Context: an optimization exercise on an open-source flow, tuned for small area, a short achievable clock period and few clock cycles per item. The choices shown serve that exercise and are no tape-out recipe.
Function was checked by simulation only, so behaviour that the tests miss may differ from the original.
Power is estimated from default activity; no workload was simulated.

File: flow/flow/run.sh
#!/bin/bash
set -euo pipefail
mapfile -t KNOBS < <(grep -v '^\s*\(#\|$\)' flow/knobs.txt)
bash standard.sh "${KNOBS[@]}" finish > orfs_make.log 2>&1
File: flow/flow/knobs.txt
SETUP_SLACK_MARGIN=6.03
MATCH_CELL_FOOTPRINT=0
BUFFER_PORTS_ARGS=-buffer_cell sky130_fd_sc_hd__buf_2
File: flow/standard.sh
#!/bin/bash
# synth_recipe.tcl (not shown) runs the flow's synth.tcl, then flattens the netlist and writes it again
# the make line also repeats each setting of config.mk as NAME=value (left out here)
make -C /OpenROAD-flow-scripts/flow DESIGN_CONFIG=/design/flow/config.mk WORK_HOME=/design/flow/orfs CLKGATE_MAP_FILE= SYNTH_SCRIPT=/design/flow/synth_recipe.tcl "${@:-finish}"
File: flow/config.mk
export PLATFORM = sky130hd
export DESIGN_NAME = mvm_accum
export DESIGN_NICKNAME = mvm_accum
export VERILOG_FILES = /design/flow/design.v
export SDC_FILE = /design/flow/constraint.sdc
export NUM_CORES = 4
export LEC_CHECK = 0
export CAP_MARGIN = 20
export CORE_MARGIN = 2
export CORE_UTILIZATION = 40
export CTS_CLUSTER_SIZE = 40
export SLEW_MARGIN = 20
export SYNTH_HIERARCHICAL = 1
File: flow/constraint.sdc
create_clock -name core_clock -period 9.0 [get_ports {clk}]
set_input_delay 1.8000 -clock core_clock [delete_from_list [all_inputs] [get_ports {clk}]]
set_output_delay 1.8000 -clock core_clock [all_outputs]
set_load 0.01 [all_outputs]
File: flow/design.v
package mvm_accum_pkg;
    localparam int unsigned DEF_VP   = 3;
    localparam int unsigned DEF_EP   = 3;
    localparam int unsigned DEF_WI_X = 4;
    localparam int unsigned DEF_WF_X = 12;
    localparam int unsigned DEF_WI_W = 4;
    localparam int unsigned DEF_WF_W = 12;
    localparam int unsigned DEF_WI_O = 4;
    localparam int unsigned DEF_WF_O = 12;
endpackage
module mvm_lane (
    input  logic        clk,
    input  logic        acc_b,    
    input  logic        first_b,  
    input  logic [7:0]  eneg,     
    input  logic [7:0]  eone,     
    input  logic [7:0]  etwo,     
    input  logic [15:0] w_in,     
    input  logic        o_load,   
    output logic [15:0] data,
    output logic        ovf
);
    localparam logic [32:0] K = 33'h100010800;   
    logic        first, v;
    logic [7:0]  bneg, bone, btwo;
    logic [15:0] w;
    always_ff @(posedge clk) begin
        v     <= acc_b;
        first <= first_b;
        bneg  <= eneg;
        bone  <= eone;
        btwo  <= etwo;
        w     <= w_in;
    end
    logic [32:0] acc_s, acc_c;
    logic [32:0] as_i, ac_i;
    logic [32:0] ns, nc;
    assign as_i = first ? K : acc_s;
    assign ac_i = first ? 33'd0 : acc_c;
    wire [16:0] pp0;
    wire [16:0] pp1;
    wire [16:0] pp2;
    wire [16:0] pp3;
    wire [16:0] pp4;
    wire [16:0] pp5;
    wire [16:0] pp6;
    wire [16:0] pp7;
    wire [16:0] m0 = ({17{bone[0]}} & {w[15], w}) | ({17{btwo[0]}} & {w, 1'b0});
    assign pp0 = {v & ~(m0[16] ^ bneg[0]), m0[15:0] ^ {16{bneg[0]}}};
    wire [16:0] m1 = ({17{bone[1]}} & {w[15], w}) | ({17{btwo[1]}} & {w, 1'b0});
    assign pp1 = {v & ~(m1[16] ^ bneg[1]), m1[15:0] ^ {16{bneg[1]}}};
    wire [16:0] m2 = ({17{bone[2]}} & {w[15], w}) | ({17{btwo[2]}} & {w, 1'b0});
    assign pp2 = {v & ~(m2[16] ^ bneg[2]), m2[15:0] ^ {16{bneg[2]}}};
    wire [16:0] m3 = ({17{bone[3]}} & {w[15], w}) | ({17{btwo[3]}} & {w, 1'b0});
    assign pp3 = {v & ~(m3[16] ^ bneg[3]), m3[15:0] ^ {16{bneg[3]}}};
    wire [16:0] m4 = ({17{bone[4]}} & {w[15], w}) | ({17{btwo[4]}} & {w, 1'b0});
    assign pp4 = {v & ~(m4[16] ^ bneg[4]), m4[15:0] ^ {16{bneg[4]}}};
    wire [16:0] m5 = ({17{bone[5]}} & {w[15], w}) | ({17{btwo[5]}} & {w, 1'b0});
    assign pp5 = {v & ~(m5[16] ^ bneg[5]), m5[15:0] ^ {16{bneg[5]}}};
    wire [16:0] m6 = ({17{bone[6]}} & {w[15], w}) | ({17{btwo[6]}} & {w, 1'b0});
    assign pp6 = {v & ~(m6[16] ^ bneg[6]), m6[15:0] ^ {16{bneg[6]}}};
    wire [16:0] m7 = ({17{bone[7]}} & {w[15], w}) | ({17{btwo[7]}} & {w, 1'b0});
    assign pp7 = {v & ~(m7[16] ^ bneg[7]), m7[15:0] ^ {16{bneg[7]}}};
    wire h0s, h0c;
    mvm_ha u_h0 (.a(bneg[6]), .b(as_i[12]), .s(h0s), .co(h0c));
    wire h1s, h1c;
    mvm_ha u_h1 (.a(as_i[13]), .b(ac_i[13]), .s(h1s), .co(h1c));
    wire t2s, t2c;
    mvm_fa u_t2 (.a(bneg[7]), .b(as_i[14]), .c(ac_i[14]), .s(t2s), .co(t2c));
    wire h3s, h3c;
    mvm_ha u_h3 (.a(pp0[14]), .b(pp1[12]), .s(h3s), .co(h3c));
    wire t4s, t4c;
    mvm_fa u_t4 (.a(as_i[15]), .b(ac_i[15]), .c(pp0[15]), .s(t4s), .co(t4c));
    wire h5s, h5c;
    mvm_ha u_h5 (.a(pp1[13]), .b(pp2[11]), .s(h5s), .co(h5c));
    wire t6s, t6c;
    mvm_fa u_t6 (.a(as_i[16]), .b(ac_i[16]), .c(pp0[16]), .s(t6s), .co(t6c));
    wire h7s, h7c;
    mvm_ha u_h7 (.a(pp1[14]), .b(pp2[12]), .s(h7s), .co(h7c));
    wire t8s, t8c;
    mvm_fa u_t8 (.a(as_i[17]), .b(ac_i[17]), .c(pp1[15]), .s(t8s), .co(t8c));
    wire h9s, h9c;
    mvm_ha u_h9 (.a(as_i[18]), .b(ac_i[18]), .s(h9s), .co(h9c));
    wire h10s, h10c;
    mvm_ha u_h10 (.a(bneg[3]), .b(as_i[6]), .s(h10s), .co(h10c));
    wire h11s, h11c;
    mvm_ha u_h11 (.a(as_i[7]), .b(ac_i[7]), .s(h11s), .co(h11c));
    wire t12s, t12c;
    mvm_fa u_t12 (.a(bneg[4]), .b(as_i[8]), .c(ac_i[8]), .s(t12s), .co(t12c));
    wire h13s, h13c;
    mvm_ha u_h13 (.a(pp0[8]), .b(pp1[6]), .s(h13s), .co(h13c));
    wire t14s, t14c;
    mvm_fa u_t14 (.a(as_i[9]), .b(ac_i[9]), .c(pp0[9]), .s(t14s), .co(t14c));
    wire h15s, h15c;
    mvm_ha u_h15 (.a(pp1[7]), .b(pp2[5]), .s(h15s), .co(h15c));
    wire t16s, t16c;
    mvm_fa u_t16 (.a(bneg[5]), .b(as_i[10]), .c(ac_i[10]), .s(t16s), .co(t16c));
    wire t17s, t17c;
    mvm_fa u_t17 (.a(pp0[10]), .b(pp1[8]), .c(pp2[6]), .s(t17s), .co(t17c));
    wire h18s, h18c;
    mvm_ha u_h18 (.a(pp3[4]), .b(pp4[2]), .s(h18s), .co(h18c));
    wire t19s, t19c;
    mvm_fa u_t19 (.a(as_i[11]), .b(ac_i[11]), .c(pp0[11]), .s(t19s), .co(t19c));
    wire t20s, t20c;
    mvm_fa u_t20 (.a(pp1[9]), .b(pp2[7]), .c(pp3[5]), .s(t20s), .co(t20c));
    wire h21s, h21c;
    mvm_ha u_h21 (.a(pp4[3]), .b(pp5[1]), .s(h21s), .co(h21c));
    wire t22s, t22c;
    mvm_fa u_t22 (.a(ac_i[12]), .b(pp0[12]), .c(pp1[10]), .s(t22s), .co(t22c));
    wire t23s, t23c;
    mvm_fa u_t23 (.a(pp2[8]), .b(pp3[6]), .c(pp4[4]), .s(t23s), .co(t23c));
    wire t24s, t24c;
    mvm_fa u_t24 (.a(pp5[2]), .b(pp6[0]), .c(h0s), .s(t24s), .co(t24c));
    wire t25s, t25c;
    mvm_fa u_t25 (.a(pp0[13]), .b(pp1[11]), .c(pp2[9]), .s(t25s), .co(t25c));
    wire t26s, t26c;
    mvm_fa u_t26 (.a(pp3[7]), .b(pp4[5]), .c(pp5[3]), .s(t26s), .co(t26c));
    wire t27s, t27c;
    mvm_fa u_t27 (.a(pp6[1]), .b(h0c), .c(h1s), .s(t27s), .co(t27c));
    wire t28s, t28c;
    mvm_fa u_t28 (.a(pp2[10]), .b(pp3[8]), .c(pp4[6]), .s(t28s), .co(t28c));
    wire t29s, t29c;
    mvm_fa u_t29 (.a(pp5[4]), .b(pp6[2]), .c(pp7[0]), .s(t29s), .co(t29c));
    wire t30s, t30c;
    mvm_fa u_t30 (.a(h1c), .b(t2s), .c(h3s), .s(t30s), .co(t30c));
    wire t31s, t31c;
    mvm_fa u_t31 (.a(pp3[9]), .b(pp4[7]), .c(pp5[5]), .s(t31s), .co(t31c));
    wire t32s, t32c;
    mvm_fa u_t32 (.a(pp6[3]), .b(pp7[1]), .c(h3c), .s(t32s), .co(t32c));
    wire t33s, t33c;
    mvm_fa u_t33 (.a(h5s), .b(t4s), .c(t2c), .s(t33s), .co(t33c));
    wire t34s, t34c;
    mvm_fa u_t34 (.a(pp3[10]), .b(pp4[8]), .c(pp5[6]), .s(t34s), .co(t34c));
    wire t35s, t35c;
    mvm_ffa u_t35 (.a(pp6[4]), .b(pp7[2]), .c(h5c), .s(t35s), .co(t35c));
    wire t36s, t36c;
    mvm_ffa u_t36 (.a(h7s), .b(t6s), .c(t4c), .s(t36s), .co(t36c));
    wire t37s, t37c;
    mvm_fa u_t37 (.a(pp2[13]), .b(pp3[11]), .c(pp4[9]), .s(t37s), .co(t37c));
    wire t38s, t38c;
    mvm_fa u_t38 (.a(pp5[7]), .b(pp6[5]), .c(pp7[3]), .s(t38s), .co(t38c));
    wire t39s, t39c;
    mvm_ffa u_t39 (.a(h7c), .b(t8s), .c(t6c), .s(t39s), .co(t39c));
    wire t40s, t40c;
    mvm_fa u_t40 (.a(pp1[16]), .b(pp2[14]), .c(pp3[12]), .s(t40s), .co(t40c));
    wire t41s, t41c;
    mvm_fa u_t41 (.a(pp4[10]), .b(pp5[8]), .c(pp6[6]), .s(t41s), .co(t41c));
    wire t42s, t42c;
    mvm_fa u_t42 (.a(pp7[4]), .b(h9s), .c(t8c), .s(t42s), .co(t42c));
    wire t43s, t43c;
    mvm_fa u_t43 (.a(as_i[19]), .b(ac_i[19]), .c(pp2[15]), .s(t43s), .co(t43c));
    wire t44s, t44c;
    mvm_fa u_t44 (.a(pp3[13]), .b(pp4[11]), .c(pp5[9]), .s(t44s), .co(t44c));
    wire t45s, t45c;
    mvm_fa u_t45 (.a(pp6[7]), .b(pp7[5]), .c(h9c), .s(t45s), .co(t45c));
    wire t46s, t46c;
    mvm_fa u_t46 (.a(as_i[20]), .b(ac_i[20]), .c(pp2[16]), .s(t46s), .co(t46c));
    wire t47s, t47c;
    mvm_fa u_t47 (.a(pp3[14]), .b(pp4[12]), .c(pp5[10]), .s(t47s), .co(t47c));
    wire h48s, h48c;
    mvm_ha u_h48 (.a(pp6[8]), .b(pp7[6]), .s(h48s), .co(h48c));
    wire t49s, t49c;
    mvm_fa u_t49 (.a(as_i[21]), .b(ac_i[21]), .c(pp3[15]), .s(t49s), .co(t49c));
    wire t50s, t50c;
    mvm_fa u_t50 (.a(pp4[13]), .b(pp5[11]), .c(pp6[9]), .s(t50s), .co(t50c));
    wire t51s, t51c;
    mvm_fa u_t51 (.a(as_i[22]), .b(ac_i[22]), .c(pp3[16]), .s(t51s), .co(t51c));
    wire h52s, h52c;
    mvm_ha u_h52 (.a(pp4[14]), .b(pp5[12]), .s(h52s), .co(h52c));
    wire t53s, t53c;
    mvm_fa u_t53 (.a(as_i[23]), .b(ac_i[23]), .c(pp4[15]), .s(t53s), .co(t53c));
    wire h54s, h54c;
    mvm_ha u_h54 (.a(as_i[24]), .b(ac_i[24]), .s(h54s), .co(h54c));
    wire h55s, h55c;
    mvm_ha u_h55 (.a(bneg[1]), .b(as_i[2]), .s(h55s), .co(h55c));
    wire h56s, h56c;
    mvm_ha u_h56 (.a(as_i[3]), .b(ac_i[3]), .s(h56s), .co(h56c));
    wire t57s, t57c;
    mvm_fa u_t57 (.a(bneg[2]), .b(as_i[4]), .c(ac_i[4]), .s(t57s), .co(t57c));
    wire h58s, h58c;
    mvm_ha u_h58 (.a(pp0[4]), .b(pp1[2]), .s(h58s), .co(h58c));
    wire t59s, t59c;
    mvm_fa u_t59 (.a(as_i[5]), .b(ac_i[5]), .c(pp0[5]), .s(t59s), .co(t59c));
    wire h60s, h60c;
    mvm_ha u_h60 (.a(pp1[3]), .b(pp2[1]), .s(h60s), .co(h60c));
    wire t61s, t61c;
    mvm_fa u_t61 (.a(ac_i[6]), .b(pp0[6]), .c(pp1[4]), .s(t61s), .co(t61c));
    wire t62s, t62c;
    mvm_fa u_t62 (.a(pp2[2]), .b(pp3[0]), .c(h10s), .s(t62s), .co(t62c));
    wire t63s, t63c;
    mvm_fa u_t63 (.a(pp0[7]), .b(pp1[5]), .c(pp2[3]), .s(t63s), .co(t63c));
    wire t64s, t64c;
    mvm_fa u_t64 (.a(pp3[1]), .b(h10c), .c(h11s), .s(t64s), .co(t64c));
    wire t65s, t65c;
    mvm_fa u_t65 (.a(pp2[4]), .b(pp3[2]), .c(pp4[0]), .s(t65s), .co(t65c));
    wire t66s, t66c;
    mvm_fa u_t66 (.a(h11c), .b(t12s), .c(h13s), .s(t66s), .co(t66c));
    wire t67s, t67c;
    mvm_fa u_t67 (.a(pp3[3]), .b(pp4[1]), .c(h13c), .s(t67s), .co(t67c));
    wire t68s, t68c;
    mvm_fa u_t68 (.a(h15s), .b(t14s), .c(t12c), .s(t68s), .co(t68c));
    wire t69s, t69c;
    mvm_fa u_t69 (.a(pp5[0]), .b(h15c), .c(t16s), .s(t69s), .co(t69c));
    wire t70s, t70c;
    mvm_fa u_t70 (.a(h18s), .b(t17s), .c(t14c), .s(t70s), .co(t70c));
    wire t71s, t71c;
    mvm_fa u_t71 (.a(h18c), .b(h21s), .c(t19s), .s(t71s), .co(t71c));
    wire t72s, t72c;
    mvm_fa u_t72 (.a(t16c), .b(t20s), .c(t17c), .s(t72s), .co(t72c));
    wire t73s, t73c;
    mvm_fa u_t73 (.a(h21c), .b(t22s), .c(t23s), .s(t73s), .co(t73c));
    wire t74s, t74c;
    mvm_fa u_t74 (.a(t19c), .b(t20c), .c(t24s), .s(t74s), .co(t74c));
    wire t75s, t75c;
    mvm_fa u_t75 (.a(t25s), .b(t26s), .c(t22c), .s(t75s), .co(t75c));
    wire t76s, t76c;
    mvm_fa u_t76 (.a(t23c), .b(t27s), .c(t24c), .s(t76s), .co(t76c));
    wire t77s, t77c;
    mvm_fa u_t77 (.a(t28s), .b(t29s), .c(t25c), .s(t77s), .co(t77c));
    wire t78s, t78c;
    mvm_ffa u_t78 (.a(t26c), .b(t27c), .c(t30s), .s(t78s), .co(t78c));
    wire t79s, t79c;
    mvm_fa u_t79 (.a(t31s), .b(t28c), .c(t29c), .s(t79s), .co(t79c));
    wire t80s, t80c;
    mvm_ffa u_t80 (.a(t32s), .b(t33s), .c(t30c), .s(t80s), .co(t80c));
    wire t81s, t81c;
    mvm_fa u_t81 (.a(t34s), .b(t31c), .c(t35s), .s(t81s), .co(t81c));
    wire t82s, t82c;
    mvm_ffa u_t82 (.a(t32c), .b(t36s), .c(t33c), .s(t82s), .co(t82c));
    wire t83s, t83c;
    mvm_fa u_t83 (.a(t37s), .b(t38s), .c(t34c), .s(t83s), .co(t83c));
    wire t84s, t84c;
    mvm_ffa u_t84 (.a(t35c), .b(t39s), .c(t36c), .s(t84s), .co(t84c));
    wire t85s, t85c;
    mvm_fa u_t85 (.a(t40s), .b(t41s), .c(t37c), .s(t85s), .co(t85c));
    wire t86s, t86c;
    mvm_ffa u_t86 (.a(t38c), .b(t42s), .c(t39c), .s(t86s), .co(t86c));
    wire t87s, t87c;
    mvm_fa u_t87 (.a(t43s), .b(t44s), .c(t40c), .s(t87s), .co(t87c));
    wire t88s, t88c;
    mvm_ffa u_t88 (.a(t41c), .b(t45s), .c(t42c), .s(t88s), .co(t88c));
    wire t89s, t89c;
    mvm_fa u_t89 (.a(h48s), .b(t46s), .c(t47s), .s(t89s), .co(t89c));
    wire t90s, t90c;
    mvm_fa u_t90 (.a(t43c), .b(t44c), .c(t45c), .s(t90s), .co(t90c));
    wire t91s, t91c;
    mvm_fa u_t91 (.a(pp7[7]), .b(h48c), .c(t49s), .s(t91s), .co(t91c));
    wire t92s, t92c;
    mvm_fa u_t92 (.a(t50s), .b(t46c), .c(t47c), .s(t92s), .co(t92c));
    wire t93s, t93c;
    mvm_fa u_t93 (.a(pp6[10]), .b(pp7[8]), .c(h52s), .s(t93s), .co(t93c));
    wire t94s, t94c;
    mvm_fa u_t94 (.a(t51s), .b(t49c), .c(t50c), .s(t94s), .co(t94c));
    wire t95s, t95c;
    mvm_fa u_t95 (.a(pp5[13]), .b(pp6[11]), .c(pp7[9]), .s(t95s), .co(t95c));
    wire t96s, t96c;
    mvm_fa u_t96 (.a(h52c), .b(t53s), .c(t51c), .s(t96s), .co(t96c));
    wire t97s, t97c;
    mvm_fa u_t97 (.a(pp4[16]), .b(pp5[14]), .c(pp6[12]), .s(t97s), .co(t97c));
    wire t98s, t98c;
    mvm_fa u_t98 (.a(pp7[10]), .b(h54s), .c(t53c), .s(t98s), .co(t98c));
    wire t99s, t99c;
    mvm_fa u_t99 (.a(as_i[25]), .b(ac_i[25]), .c(pp5[15]), .s(t99s), .co(t99c));
    wire t100s, t100c;
    mvm_fa u_t100 (.a(pp6[13]), .b(pp7[11]), .c(h54c), .s(t100s), .co(t100c));
    wire t101s, t101c;
    mvm_fa u_t101 (.a(as_i[26]), .b(ac_i[26]), .c(pp5[16]), .s(t101s), .co(t101c));
    wire h102s, h102c;
    mvm_ha u_h102 (.a(pp6[14]), .b(pp7[12]), .s(h102s), .co(h102c));
    wire t103s, t103c;
    mvm_fa u_t103 (.a(as_i[27]), .b(ac_i[27]), .c(pp6[15]), .s(t103s), .co(t103c));
    wire h104s, h104c;
    mvm_ha u_h104 (.a(as_i[28]), .b(ac_i[28]), .s(h104s), .co(h104c));
    wire h105s, h105c;
    mvm_ha u_h105 (.a(bneg[0]), .b(as_i[0]), .s(h105s), .co(h105c));
    wire h106s, h106c;
    mvm_ha u_h106 (.a(as_i[1]), .b(ac_i[1]), .s(h106s), .co(h106c));
    wire t107s, t107c;
    mvm_fa u_t107 (.a(ac_i[2]), .b(pp0[2]), .c(pp1[0]), .s(t107s), .co(t107c));
    wire t108s, t108c;
    mvm_fa u_t108 (.a(pp0[3]), .b(pp1[1]), .c(h55c), .s(t108s), .co(t108c));
    wire t109s, t109c;
    mvm_fa u_t109 (.a(pp2[0]), .b(h56c), .c(t57s), .s(t109s), .co(t109c));
    wire t110s, t110c;
    mvm_fa u_t110 (.a(h58c), .b(h60s), .c(t59s), .s(t110s), .co(t110c));
    wire t111s, t111c;
    mvm_fa u_t111 (.a(h60c), .b(t61s), .c(t59c), .s(t111s), .co(t111c));
    wire t112s, t112c;
    mvm_fa u_t112 (.a(t63s), .b(t61c), .c(t64s), .s(t112s), .co(t112c));
    wire t113s, t113c;
    mvm_fa u_t113 (.a(t65s), .b(t63c), .c(t64c), .s(t113s), .co(t113c));
    wire t114s, t114c;
    mvm_fa u_t114 (.a(t65c), .b(t67s), .c(t68s), .s(t114s), .co(t114c));
    wire t115s, t115c;
    mvm_fa u_t115 (.a(t69s), .b(t67c), .c(t68c), .s(t115s), .co(t115c));
    wire t116s, t116c;
    mvm_fa u_t116 (.a(t71s), .b(t69c), .c(t72s), .s(t116s), .co(t116c));
    wire t117s, t117c;
    mvm_ffa u_t117 (.a(t71c), .b(t73s), .c(t74s), .s(t117s), .co(t117c));
    wire t118s, t118c;
    mvm_ffa u_t118 (.a(t75s), .b(t73c), .c(t74c), .s(t118s), .co(t118c));
    wire t119s, t119c;
    mvm_ffa u_t119 (.a(t77s), .b(t75c), .c(t78s), .s(t119s), .co(t119c));
    wire t120s, t120c;
    mvm_ffa u_t120 (.a(t79s), .b(t77c), .c(t80s), .s(t120s), .co(t120c));
    wire t121s, t121c;
    mvm_ffa u_t121 (.a(t81s), .b(t79c), .c(t82s), .s(t121s), .co(t121c));
    wire t122s, t122c;
    mvm_ffa u_t122 (.a(t83s), .b(t81c), .c(t84s), .s(t122s), .co(t122c));
    wire t123s, t123c;
    mvm_ffa u_t123 (.a(t85s), .b(t83c), .c(t86s), .s(t123s), .co(t123c));
    wire t124s, t124c;
    mvm_ffa u_t124 (.a(t87s), .b(t85c), .c(t88s), .s(t124s), .co(t124c));
    wire t125s, t125c;
    mvm_ffa u_t125 (.a(t89s), .b(t87c), .c(t90s), .s(t125s), .co(t125c));
    wire t126s, t126c;
    mvm_fa u_t126 (.a(t91s), .b(t92s), .c(t89c), .s(t126s), .co(t126c));
    wire t127s, t127c;
    mvm_fa u_t127 (.a(t93s), .b(t91c), .c(t94s), .s(t127s), .co(t127c));
    wire t128s, t128c;
    mvm_fa u_t128 (.a(t95s), .b(t96s), .c(t93c), .s(t128s), .co(t128c));
    wire t129s, t129c;
    mvm_fa u_t129 (.a(t97s), .b(t95c), .c(t98s), .s(t129s), .co(t129c));
    wire t130s, t130c;
    mvm_fa u_t130 (.a(t99s), .b(t97c), .c(t100s), .s(t130s), .co(t130c));
    wire t131s, t131c;
    mvm_fa u_t131 (.a(h102s), .b(t101s), .c(t99c), .s(t131s), .co(t131c));
    wire t132s, t132c;
    mvm_fa u_t132 (.a(pp7[13]), .b(h102c), .c(t103s), .s(t132s), .co(t132c));
    wire t133s, t133c;
    mvm_fa u_t133 (.a(pp6[16]), .b(pp7[14]), .c(h104s), .s(t133s), .co(t133c));
    wire t134s, t134c;
    mvm_fa u_t134 (.a(as_i[29]), .b(ac_i[29]), .c(pp7[15]), .s(t134s), .co(t134c));
    wire h135s, h135c;
    mvm_ha u_h135 (.a(as_i[30]), .b(ac_i[30]), .s(h135s), .co(h135c));
    wire h136s, h136c;
    mvm_ha u_h136 (.a(ac_i[0]), .b(pp0[0]), .s(h136s), .co(h136c));
    wire t137s, t137c;
    mvm_fa u_t137 (.a(pp0[1]), .b(h105c), .c(h106s), .s(t137s), .co(t137c));
    wire t138s, t138c;
    mvm_fa u_t138 (.a(h106c), .b(h55s), .c(t107s), .s(t138s), .co(t138c));
    wire t139s, t139c;
    mvm_fa u_t139 (.a(h56s), .b(t107c), .c(t108s), .s(t139s), .co(t139c));
    wire t140s, t140c;
    mvm_fa u_t140 (.a(h58s), .b(t108c), .c(t109s), .s(t140s), .co(t140c));
    wire t141s, t141c;
    mvm_fa u_t141 (.a(t57c), .b(t110s), .c(t109c), .s(t141s), .co(t141c));
    wire t142s, t142c;
    mvm_fa u_t142 (.a(t62s), .b(t110c), .c(t111s), .s(t142s), .co(t142c));
    wire t143s, t143c;
    mvm_fa u_t143 (.a(t62c), .b(t112s), .c(t111c), .s(t143s), .co(t143c));
    wire t144s, t144c;
    mvm_fa u_t144 (.a(t66s), .b(t113s), .c(t112c), .s(t144s), .co(t144c));
    wire t145s, t145c;
    mvm_fa u_t145 (.a(t66c), .b(t114s), .c(t113c), .s(t145s), .co(t145c));
    wire t146s, t146c;
    mvm_ffa u_t146 (.a(t70s), .b(t115s), .c(t114c), .s(t146s), .co(t146c));
    wire t147s, t147c;
    mvm_ffa u_t147 (.a(t70c), .b(t116s), .c(t115c), .s(t147s), .co(t147c));
    wire t148s, t148c;
    mvm_ffa u_t148 (.a(t72c), .b(t117s), .c(t116c), .s(t148s), .co(t148c));
    wire t149s, t149c;
    mvm_ffa u_t149 (.a(t76s), .b(t118s), .c(t117c), .s(t149s), .co(t149c));
    wire t150s, t150c;
    mvm_ffa u_t150 (.a(t76c), .b(t119s), .c(t118c), .s(t150s), .co(t150c));
    wire t151s, t151c;
    mvm_ffa u_t151 (.a(t78c), .b(t120s), .c(t119c), .s(t151s), .co(t151c));
    wire t152s, t152c;
    mvm_ffa u_t152 (.a(t80c), .b(t121s), .c(t120c), .s(t152s), .co(t152c));
    wire t153s, t153c;
    mvm_ffa u_t153 (.a(t82c), .b(t122s), .c(t121c), .s(t153s), .co(t153c));
    wire t154s, t154c;
    mvm_ffa u_t154 (.a(t84c), .b(t123s), .c(t122c), .s(t154s), .co(t154c));
    wire t155s, t155c;
    mvm_ffa u_t155 (.a(t86c), .b(t124s), .c(t123c), .s(t155s), .co(t155c));
    wire t156s, t156c;
    mvm_ffa u_t156 (.a(t125s), .b(t88c), .c(t124c), .s(t156s), .co(t156c));
    wire t157s, t157c;
    mvm_ffa u_t157 (.a(t90c), .b(t126s), .c(t125c), .s(t157s), .co(t157c));
    wire t158s, t158c;
    mvm_ffa u_t158 (.a(t92c), .b(t127s), .c(t126c), .s(t158s), .co(t158c));
    wire t159s, t159c;
    mvm_ffa u_t159 (.a(t94c), .b(t128s), .c(t127c), .s(t159s), .co(t159c));
    wire t160s, t160c;
    mvm_ffa u_t160 (.a(t96c), .b(t129s), .c(t128c), .s(t160s), .co(t160c));
    wire t161s, t161c;
    mvm_ffa u_t161 (.a(t130s), .b(t98c), .c(t129c), .s(t161s), .co(t161c));
    wire t162s, t162c;
    mvm_fa u_t162 (.a(t100c), .b(t131s), .c(t130c), .s(t162s), .co(t162c));
    wire t163s, t163c;
    mvm_fa u_t163 (.a(t101c), .b(t132s), .c(t131c), .s(t163s), .co(t163c));
    wire t164s, t164c;
    mvm_fa u_t164 (.a(t103c), .b(t133s), .c(t132c), .s(t164s), .co(t164c));
    wire t165s, t165c;
    mvm_fa u_t165 (.a(h104c), .b(t134s), .c(t133c), .s(t165s), .co(t165c));
    wire t166s, t166c;
    mvm_fa u_t166 (.a(pp7[16]), .b(h135s), .c(t134c), .s(t166s), .co(t166c));
    wire t167s, t167c;
    mvm_fa u_t167 (.a(as_i[31]), .b(ac_i[31]), .c(h135c), .s(t167s), .co(t167c));
    wire h168s, h168c;
    mvm_ha u_h168 (.a(as_i[32]), .b(ac_i[32]), .s(h168s), .co(h168c));
    assign ns[0] = h136s;
    assign ns[1] = h136c;
    assign ns[2] = t137c;
    assign ns[3] = t138c;
    assign ns[4] = t139c;
    assign ns[5] = t140c;
    assign ns[6] = t141c;
    assign ns[7] = t142c;
    assign ns[8] = t143c;
    assign ns[9] = t144c;
    assign ns[10] = t145c;
    assign ns[11] = t146c;
    assign ns[12] = t147c;
    assign ns[13] = t148c;
    assign ns[14] = t149c;
    assign ns[15] = t150c;
    assign ns[16] = t151c;
    assign ns[17] = t152c;
    assign ns[18] = t153c;
    assign ns[19] = t154c;
    assign ns[20] = t155c;
    assign ns[21] = t156c;
    assign ns[22] = t157c;
    assign ns[23] = t158c;
    assign ns[24] = t159c;
    assign ns[25] = t160c;
    assign ns[26] = t161c;
    assign ns[27] = t162c;
    assign ns[28] = t163c;
    assign ns[29] = t164c;
    assign ns[30] = t165c;
    assign ns[31] = t166c;
    assign ns[32] = t167c;
    assign nc[0] = h105s;
    assign nc[1] = t137s;
    assign nc[2] = t138s;
    assign nc[3] = t139s;
    assign nc[4] = t140s;
    assign nc[5] = t141s;
    assign nc[6] = t142s;
    assign nc[7] = t143s;
    assign nc[8] = t144s;
    assign nc[9] = t145s;
    assign nc[10] = t146s;
    assign nc[11] = t147s;
    assign nc[12] = t148s;
    assign nc[13] = t149s;
    assign nc[14] = t150s;
    assign nc[15] = t151s;
    assign nc[16] = t152s;
    assign nc[17] = t153s;
    assign nc[18] = t154s;
    assign nc[19] = t155s;
    assign nc[20] = t156s;
    assign nc[21] = t157s;
    assign nc[22] = t158s;
    assign nc[23] = t159s;
    assign nc[24] = t160s;
    assign nc[25] = t161s;
    assign nc[26] = t162s;
    assign nc[27] = t163s;
    assign nc[28] = t164s;
    assign nc[29] = t165s;
    assign nc[30] = t166s;
    assign nc[31] = t167s;
    assign nc[32] = h168s;
    wire [26:0] g, p;
    mvm_ha u_gp0 (.a(acc_s[0]), .b(acc_c[0]), .s(p[0]), .co(g[0]));
    mvm_ha u_gp1 (.a(acc_s[1]), .b(acc_c[1]), .s(p[1]), .co(g[1]));
    mvm_ha u_gp2 (.a(acc_s[2]), .b(acc_c[2]), .s(p[2]), .co(g[2]));
    mvm_ha u_gp3 (.a(acc_s[3]), .b(acc_c[3]), .s(p[3]), .co(g[3]));
    mvm_ha u_gp4 (.a(acc_s[4]), .b(acc_c[4]), .s(p[4]), .co(g[4]));
    mvm_ha u_gp5 (.a(acc_s[5]), .b(acc_c[5]), .s(p[5]), .co(g[5]));
    mvm_ha u_gp6 (.a(acc_s[6]), .b(acc_c[6]), .s(p[6]), .co(g[6]));
    mvm_ha u_gp7 (.a(acc_s[7]), .b(acc_c[7]), .s(p[7]), .co(g[7]));
    mvm_ha u_gp8 (.a(acc_s[8]), .b(acc_c[8]), .s(p[8]), .co(g[8]));
    mvm_ha u_gp9 (.a(acc_s[9]), .b(acc_c[9]), .s(p[9]), .co(g[9]));
    mvm_ha u_gp10 (.a(acc_s[10]), .b(acc_c[10]), .s(p[10]), .co(g[10]));
    mvm_ha u_gp11 (.a(acc_s[11]), .b(acc_c[11]), .s(p[11]), .co(g[11]));
    mvm_ha u_gp12 (.a(acc_s[12]), .b(acc_c[12]), .s(p[12]), .co(g[12]));
    mvm_ha u_gp13 (.a(acc_s[13]), .b(acc_c[13]), .s(p[13]), .co(g[13]));
    mvm_ha u_gp14 (.a(acc_s[14]), .b(acc_c[14]), .s(p[14]), .co(g[14]));
    mvm_ha u_gp15 (.a(acc_s[15]), .b(acc_c[15]), .s(p[15]), .co(g[15]));
    mvm_ha u_gp16 (.a(acc_s[16]), .b(acc_c[16]), .s(p[16]), .co(g[16]));
    mvm_ha u_gp17 (.a(acc_s[17]), .b(acc_c[17]), .s(p[17]), .co(g[17]));
    mvm_ha u_gp18 (.a(acc_s[18]), .b(acc_c[18]), .s(p[18]), .co(g[18]));
    mvm_ha u_gp19 (.a(acc_s[19]), .b(acc_c[19]), .s(p[19]), .co(g[19]));
    mvm_ha u_gp20 (.a(acc_s[20]), .b(acc_c[20]), .s(p[20]), .co(g[20]));
    mvm_ha u_gp21 (.a(acc_s[21]), .b(acc_c[21]), .s(p[21]), .co(g[21]));
    mvm_ha u_gp22 (.a(acc_s[22]), .b(acc_c[22]), .s(p[22]), .co(g[22]));
    mvm_ha u_gp23 (.a(acc_s[23]), .b(acc_c[23]), .s(p[23]), .co(g[23]));
    mvm_ha u_gp24 (.a(acc_s[24]), .b(acc_c[24]), .s(p[24]), .co(g[24]));
    mvm_ha u_gp25 (.a(acc_s[25]), .b(acc_c[25]), .s(p[25]), .co(g[25]));
    mvm_ha u_gp26 (.a(acc_s[26]), .b(acc_c[26]), .s(p[26]), .co(g[26]));
    wire G_1_0;
    mvm_g u_G_1_0 (.gh(g[1]), .ph(p[1]), .gl(g[0]), .g(G_1_0));
    wire G_3_2, P_3_2;
    mvm_gp u_G_3_2 (.gh(g[3]), .ph(p[3]), .gl(g[2]), .pl(p[2]), .g(G_3_2), .p(P_3_2));
    wire G_5_4, P_5_4;
    mvm_gp u_G_5_4 (.gh(g[5]), .ph(p[5]), .gl(g[4]), .pl(p[4]), .g(G_5_4), .p(P_5_4));
    wire G_8_7, P_8_7;
    mvm_gp u_G_8_7 (.gh(g[8]), .ph(p[8]), .gl(g[7]), .pl(p[7]), .g(G_8_7), .p(P_8_7));
    wire G_10_9, P_10_9;
    mvm_gp u_G_10_9 (.gh(g[10]), .ph(p[10]), .gl(g[9]), .pl(p[9]), .g(G_10_9), .p(P_10_9));
    wire G_12_11, P_12_11;
    mvm_gp u_G_12_11 (.gh(g[12]), .ph(p[12]), .gl(g[11]), .pl(p[11]), .g(G_12_11), .p(P_12_11));
    wire G_15_14, P_15_14;
    mvm_gp u_G_15_14 (.gh(g[15]), .ph(p[15]), .gl(g[14]), .pl(p[14]), .g(G_15_14), .p(P_15_14));
    wire G_17_16, P_17_16;
    mvm_gp u_G_17_16 (.gh(g[17]), .ph(p[17]), .gl(g[16]), .pl(p[16]), .g(G_17_16), .p(P_17_16));
    wire G_19_18, P_19_18;
    mvm_gp u_G_19_18 (.gh(g[19]), .ph(p[19]), .gl(g[18]), .pl(p[18]), .g(G_19_18), .p(P_19_18));
    wire G_22_21, P_22_21;
    mvm_gp u_G_22_21 (.gh(g[22]), .ph(p[22]), .gl(g[21]), .pl(p[21]), .g(G_22_21), .p(P_22_21));
    wire G_25_24, P_25_24;
    mvm_gp u_G_25_24 (.gh(g[25]), .ph(p[25]), .gl(g[24]), .pl(p[24]), .g(G_25_24), .p(P_25_24));
    wire G_6_4, P_6_4;
    mvm_gp u_G_6_4 (.gh(g[6]), .ph(p[6]), .gl(G_5_4), .pl(P_5_4), .g(G_6_4), .p(P_6_4));
    wire G_13_11, P_13_11;
    mvm_gp u_G_13_11 (.gh(g[13]), .ph(p[13]), .gl(G_12_11), .pl(P_12_11), .g(G_13_11), .p(P_13_11));
    wire G_16_14, P_16_14;
    mvm_gp u_G_16_14 (.gh(g[16]), .ph(p[16]), .gl(G_15_14), .pl(P_15_14), .g(G_16_14), .p(P_16_14));
    wire G_20_18, P_20_18;
    mvm_gp u_G_20_18 (.gh(g[20]), .ph(p[20]), .gl(G_19_18), .pl(P_19_18), .g(G_20_18), .p(P_20_18));
    wire G_23_21, P_23_21;
    mvm_gp u_G_23_21 (.gh(g[23]), .ph(p[23]), .gl(G_22_21), .pl(P_22_21), .g(G_23_21), .p(P_23_21));
    wire G_26_24, P_26_24;
    mvm_gp u_G_26_24 (.gh(g[26]), .ph(p[26]), .gl(G_25_24), .pl(P_25_24), .g(G_26_24), .p(P_26_24));
    wire G_3_0;
    mvm_g u_G_3_0 (.gh(G_3_2), .ph(P_3_2), .gl(G_1_0), .g(G_3_0));
    wire G_10_7, P_10_7;
    mvm_gp u_G_10_7 (.gh(G_10_9), .ph(P_10_9), .gl(G_8_7), .pl(P_8_7), .g(G_10_7), .p(P_10_7));
    wire G_17_14, P_17_14;
    mvm_gp u_G_17_14 (.gh(G_17_16), .ph(P_17_16), .gl(G_15_14), .pl(P_15_14), .g(G_17_14), .p(P_17_14));
    wire G_24_21, P_24_21;
    mvm_gp u_G_24_21 (.gh(g[24]), .ph(p[24]), .gl(G_23_21), .pl(P_23_21), .g(G_24_21), .p(P_24_21));
    wire G_11_7, P_11_7;
    mvm_gp u_G_11_7 (.gh(g[11]), .ph(p[11]), .gl(G_10_7), .pl(P_10_7), .g(G_11_7), .p(P_11_7));
    wire G_18_14, P_18_14;
    mvm_gp u_G_18_14 (.gh(g[18]), .ph(p[18]), .gl(G_17_14), .pl(P_17_14), .g(G_18_14), .p(P_18_14));
    wire G_25_21, P_25_21;
    mvm_gp u_G_25_21 (.gh(G_25_24), .ph(P_25_24), .gl(G_23_21), .pl(P_23_21), .g(G_25_21), .p(P_25_21));
    wire G_12_7, P_12_7;
    mvm_gp u_G_12_7 (.gh(G_12_11), .ph(P_12_11), .gl(G_10_7), .pl(P_10_7), .g(G_12_7), .p(P_12_7));
    wire G_19_14, P_19_14;
    mvm_gp u_G_19_14 (.gh(G_19_18), .ph(P_19_18), .gl(G_17_14), .pl(P_17_14), .g(G_19_14), .p(P_19_14));
    wire G_26_21, P_26_21;
    mvm_gp u_G_26_21 (.gh(G_26_24), .ph(P_26_24), .gl(G_23_21), .pl(P_23_21), .g(G_26_21), .p(P_26_21));
    wire G_6_0;
    mvm_g u_G_6_0 (.gh(G_6_4), .ph(P_6_4), .gl(G_3_0), .g(G_6_0));
    wire G_13_7, P_13_7;
    mvm_gp u_G_13_7 (.gh(G_13_11), .ph(P_13_11), .gl(G_10_7), .pl(P_10_7), .g(G_13_7), .p(P_13_7));
    wire G_20_14, P_20_14;
    mvm_gp u_G_20_14 (.gh(G_20_18), .ph(P_20_18), .gl(G_17_14), .pl(P_17_14), .g(G_20_14), .p(P_20_14));
    wire G_21_14, P_21_14;
    mvm_gp u_G_21_14 (.gh(g[21]), .ph(p[21]), .gl(G_20_14), .pl(P_20_14), .g(G_21_14), .p(P_21_14));
    wire G_22_14, P_22_14;
    mvm_gp u_G_22_14 (.gh(G_22_21), .ph(P_22_21), .gl(G_20_14), .pl(P_20_14), .g(G_22_14), .p(P_22_14));
    wire G_23_14, P_23_14;
    mvm_gp u_G_23_14 (.gh(G_23_21), .ph(P_23_21), .gl(G_20_14), .pl(P_20_14), .g(G_23_14), .p(P_23_14));
    wire G_24_14, P_24_14;
    mvm_gp u_G_24_14 (.gh(G_24_21), .ph(P_24_21), .gl(G_20_14), .pl(P_20_14), .g(G_24_14), .p(P_24_14));
    wire G_11_0;
    mvm_g u_G_11_0 (.gh(G_11_7), .ph(P_11_7), .gl(G_6_0), .g(G_11_0));
    wire G_25_14, P_25_14;
    mvm_gp u_G_25_14 (.gh(G_25_21), .ph(P_25_21), .gl(G_20_14), .pl(P_20_14), .g(G_25_14), .p(P_25_14));
    wire G_12_0;
    mvm_g u_G_12_0 (.gh(G_12_7), .ph(P_12_7), .gl(G_6_0), .g(G_12_0));
    wire G_26_14, P_26_14;
    mvm_gp u_G_26_14 (.gh(G_26_21), .ph(P_26_21), .gl(G_20_14), .pl(P_20_14), .g(G_26_14), .p(P_26_14));
    wire G_13_0;
    mvm_g u_G_13_0 (.gh(G_13_7), .ph(P_13_7), .gl(G_6_0), .g(G_13_0));
    wire G_14_0;
    mvm_g u_G_14_0 (.gh(g[14]), .ph(p[14]), .gl(G_13_0), .g(G_14_0));
    wire G_15_0;
    mvm_g u_G_15_0 (.gh(G_15_14), .ph(P_15_14), .gl(G_13_0), .g(G_15_0));
    wire G_16_0;
    mvm_g u_G_16_0 (.gh(G_16_14), .ph(P_16_14), .gl(G_13_0), .g(G_16_0));
    wire G_17_0;
    mvm_g u_G_17_0 (.gh(G_17_14), .ph(P_17_14), .gl(G_13_0), .g(G_17_0));
    wire G_18_0;
    mvm_g u_G_18_0 (.gh(G_18_14), .ph(P_18_14), .gl(G_13_0), .g(G_18_0));
    wire G_19_0;
    mvm_g u_G_19_0 (.gh(G_19_14), .ph(P_19_14), .gl(G_13_0), .g(G_19_0));
    wire G_20_0;
    mvm_g u_G_20_0 (.gh(G_20_14), .ph(P_20_14), .gl(G_13_0), .g(G_20_0));
    wire G_21_0;
    mvm_g u_G_21_0 (.gh(G_21_14), .ph(P_21_14), .gl(G_13_0), .g(G_21_0));
    wire G_22_0;
    mvm_g u_G_22_0 (.gh(G_22_14), .ph(P_22_14), .gl(G_13_0), .g(G_22_0));
    wire G_23_0;
    mvm_g u_G_23_0 (.gh(G_23_14), .ph(P_23_14), .gl(G_13_0), .g(G_23_0));
    wire G_24_0;
    mvm_g u_G_24_0 (.gh(G_24_14), .ph(P_24_14), .gl(G_13_0), .g(G_24_0));
    wire G_25_0;
    mvm_g u_G_25_0 (.gh(G_25_14), .ph(P_25_14), .gl(G_13_0), .g(G_25_0));
    wire G_26_0;
    mvm_g u_G_26_0 (.gh(G_26_14), .ph(P_26_14), .gl(G_13_0), .g(G_26_0));
    wire [27:12] cy;    
    assign cy[12] = G_11_0;
    assign cy[13] = G_12_0;
    assign cy[14] = G_13_0;
    assign cy[15] = G_14_0;
    assign cy[16] = G_15_0;
    assign cy[17] = G_16_0;
    assign cy[18] = G_17_0;
    assign cy[19] = G_18_0;
    assign cy[20] = G_19_0;
    assign cy[21] = G_20_0;
    assign cy[22] = G_21_0;
    assign cy[23] = G_22_0;
    assign cy[24] = G_23_0;
    assign cy[25] = G_24_0;
    assign cy[26] = G_25_0;
    assign cy[27] = G_26_0;
    wire [27:12] tot;
    assign tot[26:12] = p[26:12] ^ cy[26:12];
    wire inr0, inr1, sg0, sg1, t27_0, t27_1;
    mvm_top u_top (.s(acc_s[32:27]), .c(acc_c[32:27]), .inr0(inr0), .inr1(inr1),
                   .sg0(sg0), .sg1(sg1), .t0(t27_0), .t1(t27_1));
    wire inr = cy[27] ? inr1 : inr0;    
    wire sg  = cy[27] ? sg1 : sg0;      
    assign tot[27] = cy[27] ? t27_1 : t27_0;
    always_ff @(posedge clk) begin
        acc_s <= ns;
        acc_c <= nc;
        if (o_load) begin
            data <= inr ? tot[27:12] : (sg ? 16'h8000 : 16'h7fff);
            ovf  <= ~inr;
        end
    end
endmodule
module mvm_fa (input logic a, b, c, output logic s, co);
    assign s  = a ^ b ^ c;
    assign co = (a & b) | (a & c) | (b & c);
endmodule
module mvm_ffa (input logic a, b, c, output logic s, co);
    logic p;
    mvm_xor2 u_p (.a(a), .b(b), .y(p));
    mvm_xor2 u_s (.a(p), .b(c), .y(s));
    mvm_maj3 u_c (.a(a), .b(b), .c(c), .y(co));
endmodule
module mvm_xor2 (input logic a, b, output logic y);
    assign y = a ^ b;
endmodule
module mvm_maj3 (input logic a, b, c, output logic y);
    assign y = (a & b) | (a & c) | (b & c);
endmodule
module mvm_gp (input logic gh, ph, gl, pl, output logic g, p);
    assign g = gh | (ph & gl);
    assign p = ph & pl;
endmodule
module mvm_g (input logic gh, ph, gl, output logic g);
    assign g = gh | (ph & gl);
endmodule
module mvm_top (input logic [5:0] s, c, output logic inr0, inr1, sg0, sg1, t0, t1);
    wire [5:0] u0 = s + c;
    wire [5:0] u1 = s + c + 6'd1;
    assign inr0 = (u0 == 6'd0) || (u0 == 6'd63);
    assign inr1 = (u1 == 6'd0) || (u1 == 6'd63);
    assign sg0 = u0[5];
    assign sg1 = u1[5];
    assign t0 = u0[0];
    assign t1 = u1[0];
endmodule
module mvm_ha (input logic a, b, output logic s, co);
    assign s  = a ^ b;
    assign co = a & b;
endmodule
module mvm_accum (
    input  logic        clk,
    input  logic        rst,
    input  logic        clr,
    input  logic        s_valid,
    output logic        s_ready,
    input  logic [15:0] s_x,
    input  logic [47:0] s_w,
    output logic        m_valid,
    input  logic        m_ready,
    output logic [47:0] m_data,
    output logic [2:0]  m_ovf
);
    logic [1:0] bc;           
    logic       iv;           
    logic       ilast;        
    logic       afull;        
    logic       s_busy;       
    assign s_ready = ~s_busy;
    wire acc_b  = s_valid & s_ready & ~clr;
    wire o_load = afull & ~m_valid;
    wire [1:0] bc_n    = clr ? 2'd0 : acc_b ? ((bc == 2'd2) ? 2'd0 : bc + 2'd1) : bc;
    wire       afull_n = ~clr & ((iv & ilast) | (afull & ~o_load));
    wire       mval_n  = ~clr & (o_load | (m_valid & ~m_ready));
    wire [16:0] xe = {s_x, 1'b0};
    logic [7:0] eneg, eone, etwo;
    always_comb begin
        for (int i = 0; i < 8; i++) begin
            eneg[i] = xe[2*i+2] & ~(xe[2*i+1] & xe[2*i]);
            eone[i] = xe[2*i+1] ^ xe[2*i];
            etwo[i] = (xe[2*i+2] & ~xe[2*i+1] & ~xe[2*i]) | (~xe[2*i+2] & xe[2*i+1] & xe[2*i]);
        end
    end
    always_ff @(posedge clk or posedge rst) begin
        if (rst) begin
            bc      <= 2'd0;
            iv      <= 1'b0;
            ilast   <= 1'b0;
            afull   <= 1'b0;
            m_valid <= 1'b0;
            s_busy  <= 1'b0;
        end else begin
            bc      <= bc_n;
            iv      <= acc_b;
            ilast   <= acc_b & (bc == 2'd2);
            afull   <= afull_n;
            m_valid <= mval_n;
            s_busy  <= (bc_n == 2'd0) & (mval_n | afull_n);
        end
    end
    for (genvar l = 0; l < 3; l++) begin : g_lane
        mvm_lane u_lane (
            .clk    (clk),
            .acc_b  (acc_b),
            .first_b(acc_b & (bc == 2'd0)),
            .eneg   (eneg & {8{acc_b}}),
            .eone   (eone & {8{acc_b}}),
            .etwo   (etwo & {8{acc_b}}),
            .w_in   (s_w[(2-l)*16 +: 16]),
            .o_load (o_load),
            .data   (m_data[(2-l)*16 +: 16]),
            .ovf    (m_ovf[l])
        );
    end
endmodule
==> impl_metrics.json, run 1 <==
{
  "power_switching_uw": 4880,
  "grt_max_degree": 46,
  "synthAdderAreaFrac": 0.304,
  "multi_input_area_sq_um": 24000,
  "ctsHtreeMaxLevel": 2,
  "synth_area_sq_um": 32900,
  "hold_ws_ps": 521,
  "async_flop_share": 0.0183,
  "synthFlopType": "dfxtp_1",
  "crit_top_cell": "xor2_1",
  "cts_buffers": 48,
  "min_period_ps": 3030,
  "dp_slack_ps": 5560,
  "hold_class": "reg2reg",
  "cellLeakagePower_uw": 0.0167,
  "fp.dieH_microns": 291,
  "finalNonFillerCells": 4242,
  "cellPowerDensity_nw_per_um2": 319,
  "maxSlewHeadroom": 0.557,
  "critPathKind": "reg2reg",
  "synthesis.nets": 3598,
  "place_area_sq_um": 33900,
  "synth-simple-area-share": 0.0823,
  "nNetsFinal": 3708,
  "drive_gt1_frac": 0.236,
  "max_cap_violations": 0,
  "slowest_stage": "fa_1",
  "synthDistinctLibCells": 50,
  "worstPathRequired_ps": 9490,
  "vdd_drop_max_mv": 0.158,
  "clock_skew_ps": 54.2,
  "area_growth_pct": 15.4,
  "vias_per_cell": 5.38,
  "hold_buffers": 0,
  "regArea_sq_um": 8590,
  "slew_violations": 0,
  "synth_compound_area_frac": 0.142,
  "critical_path.cell_chain": "buf_12 -> or2_4 -> fa_1 -> xor2_1 -> xor2_1 -> xor2_1 -> xor2_1 -> buf_4 -> maj3_2 -> maj3_2",
  "synth_top_family_by_area": "adder cells",
  "coreArea_sq_um": 81800,
  "crit_arrival_ps": 3520,
  "clock_path_buffers": 3,
  "end_kind": "register",
  "wl_per_cell_microns": 20.4,
  "stdcell_area_sq_um": 38000,
  "status": "finished clean",
  "finalHoldViolations": 0,
  "path_buf_inv": 2,
  "clock-sinks": 382,
  "muxShareOfSynthArea": 0.0111,
  "vias": 22800,
  "setup_violations": 0,
  "rows": 105,
  "track_usage": 0.196,
  "start_util": 0.402,
  "worst_pin_slew_ps": 662,
  "netSwitchingFraction": 0.402,
  "finalWirelength_mm": 86.5,
  "cp_top_family": "adder cells",
  "clock_power_share": 0.169,
  "overflow": 0,
  "drc_errors": 0,
  "start_kind": "register",
  "dp_hpwl_mm": 59.1,
  "path_max_fanout": 12,
  "drt_first_pass_iters": 6,
  "place.gp.congestion": 0.824,
  "cts_tree": "yes",
  "synthCells": 3018,
  "syn_area_per_cell_sq_um": 10.9,
  "grt_pass1_wl_mm": 132,
  "clk_pin_slew_ps": 60,
  "cts-root-buf": "clkbuf_16",
  "synthXorXnorAreaFrac": 0.174,
  "placed_cells": 3977,
  "synth_seq_cells": 382,
  "pin_count": 122,
  "clk_latency_ps": 620,
  "grt_pass1_vias": 22700,
  "critical-path-max-stage-delay_ps": 570,
  "antenna_found_initial": 15,
  "comb_power_share": 0.608,
  "fin_ws_ps": 5970,
  "nFillCells": 7606,
  "io_buffer_count": 121,
  "drt-initial-drc-count": 1676,
  "ant_nets": 0,
  "die_area_sq_um": 84600,
  "p_int_uw": 7240,
  "max_freq_ghz": 0.330,
  "tns_ps": 0,
  "yosysSeqAreaShare": 0.249,
  "die_x_microns": 291,
  "p_seq_frac": 0.223,
  "yosysWarningCount": 8,
  "synth_edf_count": 51,
  "rsz0062_at_grt": "yes",
  "post-route-period-util": 0.337
}
## placed cells by master (no fill, tap or decap), types with 6 or more instances in the layout
cell type / n
xnor2_1: 419
a22oi_1: 344
fa_1: 325
xor2_1: 212
dfxtp_1: 210
nor2b_1: 185
ha_1: 178
a21o_1: 155
buf_4: 149
buf_2: 122
and2_1: 107
dfxtp_4: 103
maj3_2: 102
clkbuf_16: 59
nand2_1: 53
edfxtp_1: 51
o211ai_2: 30
nand2b_1: 28
nor2_1: 24
mux2i_1: 21
o21ai_0: 18
a22oi_2: 17
xnor2_2: 16
inv_1: 15
o211ai_1: 15
buf_6: 13
dfxtp_2: 11
mux2i_4: 10
buf_12: 10
a21oi_1: 9
clkinv_2: 9
nand3b_1: 8
or2_2: 7
clkbuf_4: 7
diode_2: 6
nor3b_1: 6
dfrtp_1: 6
## power groups by stage
stage                     Clock, uW  Sequential [uW]  Combinational (uW)
final                          2050             2700                7360
after global routing           2180             2750                8260
after CTS                      2110             2720                6980
after detailed placement          0             2750                6860
after global placement            0             2760                6750
after floorplan                   0             2530                5830
## cells by family after synthesis
logic type	count (synthesis)
adders and majority gates	613
xor gates and xnor gates	651
muxes	35
DFF	382
and+or+nand+nor	453
AOI/OAI and AO/OA	614
buffers and inverters	270
## per-module statistics from Yosys, one instance, submodules excluded, a selection
module	cell area (sq um)	cells
mvm_top	259	32
mvm_g	7.51	1
mvm_lane	6060	598
mvm_maj3	11.3	1
mvm_xor2	8.76	1
mvm_ha	12.5	1
mvm_fa	20.0	1
mvm_gp	13.8	2
mvm_accum	709	81
## per-layer routing
layer / part of all wire / track usage / up-vias
met4: 0.025 / 0.0554 / 16
met1: 0.45 / 0.281 / 11300
met2: 0.45 / 0.304 / 716
li1: - / - / 10600
met3: 0.072 / 0.0350 / 159
met5: 0.0011 / 0 / -
## worst paths after layout
path | start | slack [ps] | endpoint | cells past startpoint
setup / recovery | g_lane[0].u_lane.first$_DFF_P_ | 5970 | g_lane[0].u_lane.acc_s[18]$_DFF_P_ | 10
hold / removal | bc[0]$_DFF_PP0_ | 520 | ilast$_DFF_PP0_ | 1
setup reg to reg | g_lane[0].u_lane.first$_DFF_P_ | 5970 | g_lane[0].u_lane.acc_s[18]$_DFF_P_ | 10
hold reg to reg | bc[0]$_DFF_PP0_ | 520 | ilast$_DFF_PP0_ | 1
max in group asynchronous | rst | 7650 | m_valid$_DFF_PP0_ | 2
min in group asynchronous | rst | 1110 | ilast$_DFF_PP0_ | 2
## worst reg2reg max path: cells and delay by family (launching register included)
kind	cells	cell delay (ps)
xor gates and xnor gates	4	800
adders and majority gates	3	1190
buffers and inverters	2	300
DFF	1	370
and+or+nand+nor	1	260
## Yosys cell counts, drive strengths merged, types with 4 or more instances
library cell,instances,area share
xnor2,435,0.12
a22oi,361,0.082
fa,330,0.20
dfxtp,324,0.20
xor2,216,0.057
nor2b,192,0.037
ha,181,0.069
a21o,156,0.036
buf,134,0.022
clkbuf,120,0.014
and2,108,0.021
maj3,102,0.035
nand2,53,0.0060
edfxtp,51,0.047
o211ai,45,0.015
mux2i,32,0.010
nand2b,29,0.0056
o21ai,27,0.0041
nor2,24,0.0027
inv,16,0.0021
a21oi,14,0.0025
or2,9,0.0017
nand3b,8,0.0018
nor3b,8,0.0021
dfrtp,7,0.0053
or3,6,0.0011
or3b,5,0.0013
a211oi,4,0.0014
## state kept, by name, summed over array words and instances, names as in the netlist
register,flops
g_lane.u_lane.bneg,24
afull,1
bc,2
ilast,1
g_lane.u_lane.v,3
s_busy,1
g_lane.u_lane.ovf,3
g_lane.u_lane.acc_s,99
g_lane.u_lane.w,48
g_lane.u_lane.acc_c,99
g_lane.u_lane.btwo,24
m_valid,1
g_lane.u_lane.data,48
iv,1
g_lane.u_lane.first,3
g_lane.u_lane.bone,24
## timing repair
action | CTS | global route
setup endpoints to repair | 179 | 139
hold endpoints to repair | 0 | 0
setup buffers | 17 | 142
gates resized for setup | 168 | 174
pin swaps | 14 | 162
cloned | 3 | 9
## metrics by stage
| step | power [uW] | utilization |
|---|---|---|
| 4_1_cts | 11800 | 0.441 |
| 5_1_grt | 13200 | 0.464 |
| 3_5_place_dp | 9610 | 0.414 |
| 6_report | 12100 | 0.464 |
| 3_3_place_gp | 9510 | 0.414 |
| 2_1_floorplan | 8360 | - |
## area by class of cell
class                           count  share of cell area
Multi-Input combinational cell   2372               0.632
Clock buffer                       64              0.0373
Timing Repair Buffer              308              0.0603
Antenna cell                        6            0.000395
Clock inverter                     24             0.00701
Sequential cell                   382               0.226
Inverter                           16             0.00178
Tap cell                         1070              0.0352
Testbench counts, summed over its fixed seeds: cycles 3,624, items 1,200.
==> run 2, diff against run 1 <==
==> flow/flow/knobs.txt (replaced) <==
SETUP_SLACK_MARGIN=5.8
MATCH_CELL_FOOTPRINT=0
BUFFER_PORTS_ARGS=-buffer_cell sky130_fd_sc_hd__buf_2
==> run 2 against run 1 <==
- largest power group unchanged
- critical endpoint is now g_lane[1].u_lane.acc_c[9]$_DFF_P_
- clock power is 7% higher
- first-iteration DRC count shrank 9.1%
- sequential power about the same
- critical path type unchanged
- largest cell class unchanged
- highest routed layer unchanged
- still clean on timing, DRC and antenna
==> impl_metrics.json, run 2 <==
{
  "status": "finished clean",
  "cellLeakagePower_uw": 0.0157,
  "min_period_ps": 3110,
  "yosys.area.top_type_share": 0.201,
  "cellPowerDensity_nw_per_um2": 327,
  "clk_pin_slew_ps": 60,
  "synth_most_common_cell": "xnor2_1",
  "track_usage": 0.196,
  "worstPathRequired_ps": 9470,
  "critical_path.cell_chain": "a22oi_1 -> xnor2_1 -> fa_1 -> fa_1 -> fa_1 -> fa_1",
  "die_area_sq_um": 84600,
  "maxSlewHeadroom": 0.502,
  "slew_violations": 0,
  "fin_util": 0.440,
  "clock_power_share": 0.187,
  "max_freq_ghz": 0.322,
  "end_kind": "register",
  "die_x_microns": 291,
  "ctsHtreeMaxLevel": 2,
  "vias": 21800,
  "start_kind": "register",
  "critPathKind": "reg2reg",
  "cts-root-buf": "clkbuf_16",
  "drt_first_pass_iters": 6,
  "rows": 105,
  "vdd_drop_max_mv": 0.170,
  "crit_top_cell": "fa_1",
  "post-synth-top-area-cell": "fa_1",
  "synth_area_sq_um": 32900,
  "synthCells": 3018,
  "r2r_slack_ps": 5890,
  "place.gp.congestion": 0.829,
  "cts_tree": "yes",
  "nNetsFinal": 3539,
  "cts_buffers": 50,
  "dp_hpwl_mm": 59.9,
  "worst_pin_slew_ps": 747,
  "nFillCells": 7723,
  "yosysWarningCount": 8,
  "clock_skew_ps": 39.5,
  "finalNonFillerCells": 4074,
  "top_regs": "g_lane.u_lane.acc_c: 99 flops, g_lane.u_lane.acc_s: 99 flops",
  "final_cell_mix": "xnor2_1, a22oi_1, fa_1",
  "syn_area_per_cell_sq_um": 10.9,
  "slowest_stage": "dfxtp_2",
  "drc_errors": 0,
  "synth_area_leaders": "fa_1, dfxtp_1, xnor2_1",
  "synthDistinctLibCells": 50,
  "start_util": 0.402,
  "post-route-period-util": 0.345,
  "netlist_top_cells_count": "xnor2_1, a22oi_1, fa_1, dfxtp_1, xor2_1",
  "drive_gt1_frac": 0.174,
  "antenna_found_initial": 13,
  "io_buffer_count": 121,
  "p_seq_frac": 0.231,
  "clock-sinks": 382,
  "synth_seq_cells": 382,
  "post_cts_buffers": 0,
  "setup_violations": 0,
  "path_max_fanout": 16,
  "finalHoldViolations": 0,
  "p_int_uw": 7050,
  "synthesis.nets": 3598,
  "grt_max_degree": 67,
  "crit_arrival_ps": 3580,
  "comb_power_share": 0.582,
  "pin_count": 122,
  "yosysSeqAreaShare": 0.249,
  "drt-initial-drc-count": 1524,
  "tns_ps": 0,
  "vias_per_cell": 5.36,
  "synth_edf_count": 51,
  "overflow": 0,
  "hold_buffers": 0,
  "clock_path_buffers": 3,
  "finalWirelength_mm": 82.0,
  "max_cap_violations": 0,
  "area_growth_pct": 9.45,
  "coreArea_sq_um": 81800,
  "synthFlopType": "dfxtp_1",
  "ant_nets": 0,
  "layout_commonest_cell": "xnor2_1",
  "wl_per_cell_microns": 20.1,
  "placed_cells": 3975,
  "netSwitchingFraction": 0.402,
  "rsz0062_at_grt": "yes",
  "fp.dieH_microns": 291,
  "hold_class": "reg2reg",
  "grt_pass1_vias": 23000,
  "async_flop_share": 0.0183,
  "power_switching_uw": 4740,
  "total_power_uw": 11800,
  "critical-path-max-stage-delay_ps": 610,
  "clk_latency_ps": 610,
  "grt_pass1_wl_mm": 132
}
## run 2: layer usage
metal / wire length, microns / share of wire / track usage / vias up
li1: - / - / - / 10200
met1: 36800 / 0.45 / 0.268 / 10800
met2: 37100 / 0.45 / 0.309 / 608
met3: 5910 / 0.072 / 0.0454 / 122
met4: 2060 / 0.025 / 0.0548 / 20
met5: 109 / 0.0013 / 0 / -
## run 2: final timing paths
path,start,to,depth (start not counted)
hold / removal,bc[0]$_DFF_PP0_,ilast$_DFF_PP0_,1
max in group asynchronous,rst,bc[0]$_DFF_PP0_,2
setup reg to reg,g_lane[1].u_lane.w[8]$_DFF_P_,g_lane[1].u_lane.acc_c[9]$_DFF_P_,6
setup / recovery,g_lane[1].u_lane.w[8]$_DFF_P_,g_lane[1].u_lane.acc_c[9]$_DFF_P_,6
hold reg to reg,bc[0]$_DFF_PP0_,ilast$_DFF_PP0_,1
min in group asynchronous,rst,iv$_DFF_PP0_,2
## run 2: layout make-up
class	count	area (sq um)	share of cell area
Multi-Input combinational cell	2367	23600	0.654
Sequential cell	382	8390	0.233
Clock buffer	62	1440	0.0400
Tap cell	1070	1340	0.0371
Timing Repair Buffer	142	810	0.0225
Clock inverter	32	425	0.0118
Inverter	16	67.6	0.00187
Antenna cell	3	7.51	0.000208
## run 2: logic make-up after synthesis
logic type / after synthesis / share of synthesized area
DFF: 382 / 0.249
adders and majority gates: 613 / 0.304
xor gates and xnor gates: 651 / 0.174
AOI/OAI and AO/OA: 614 / 0.142
and+or+nand+nor: 453 / 0.0823
buffers and inverters: 270 / 0.0374
muxes: 35 / 0.0111
## run 2: worst max-delay path: cells and delay by family (launching register included)
kind	cells	cell delay, ps
fa+ha+maj	4	1910
flops	1	610
xor+xnor	1	270
compound gates	1	150
## run 2: timing repair
item / 4_1_cts / 5_1_grt
setup endpoints to repair: 111 / 127
gates resized for setup: 77 / 73
cloned: 0 / 2
pin swaps: 0 / 7
## run 2: per-module statistics from Yosys, one instance, submodules excluded, excerpt
module	times used	flip-flops and latches
mvm_accum	1	7
mvm_fa	327	0
mvm_g	57	0
mvm_gp	99	0
mvm_ha	159	0
mvm_lane	3	125
mvm_maj3	102	0
mvm_top	3	0
mvm_xor2	204	0
## run 2: power groups by stage
stage	logic, uW	registers [uW]	clock network (uW)
after floorplan	5830	2530	0
after global placement	6760	2750	0
after detailed placement	6890	2750	0
after CTS	6950	2730	2260
after global routing	7790	2780	2330
final	6860	2720	2200
## run 2: metrics by stage
| stage | hold slack, ps | area (sq um) | setup slack (ps) |
|---|---|---|---|
| 2_1_floorplan | 450 | 32900 | 5800 |
| 3_3_place_gp | 512 | 33900 | 5600 |
| 3_5_place_dp | 513 | 33900 | 5600 |
| 4_1_cts | 522 | 35900 | 5750 |
| 5_1_grt | 547 | 36000 | 5710 |
| 6_report | 512 | 36000 | 5890 |

[static timing again, ports no longer ideal]
No port has a modelled driver above. Below, the same layouts with a new extraction and two added sets of constraints.
Step 1 assumes that a clkbuf_16 drives the clock port and a buf_2 every other input.
Step 2 times the ports against the registers' clock, not the clock port: input delays grow and output delays shrink by t, the midpoint of the rising clock arrivals with the driver on.
Three values: ideal ports, drivers, drivers and shift; two values: the first two.
run	shift t [ns]	slack for setup (ns)	worst setup path after step 2
run 1	0.660	5.968 / 5.938 / 5.740	input to register
run 2	0.661	5.892 / 5.892 / 5.699	input to register
After both steps setup and hold are still met in every run listed. For run 1, which loses most, drivers alone change the setup slack by -0.030 ns; drivers and shift together by -0.228 ns.
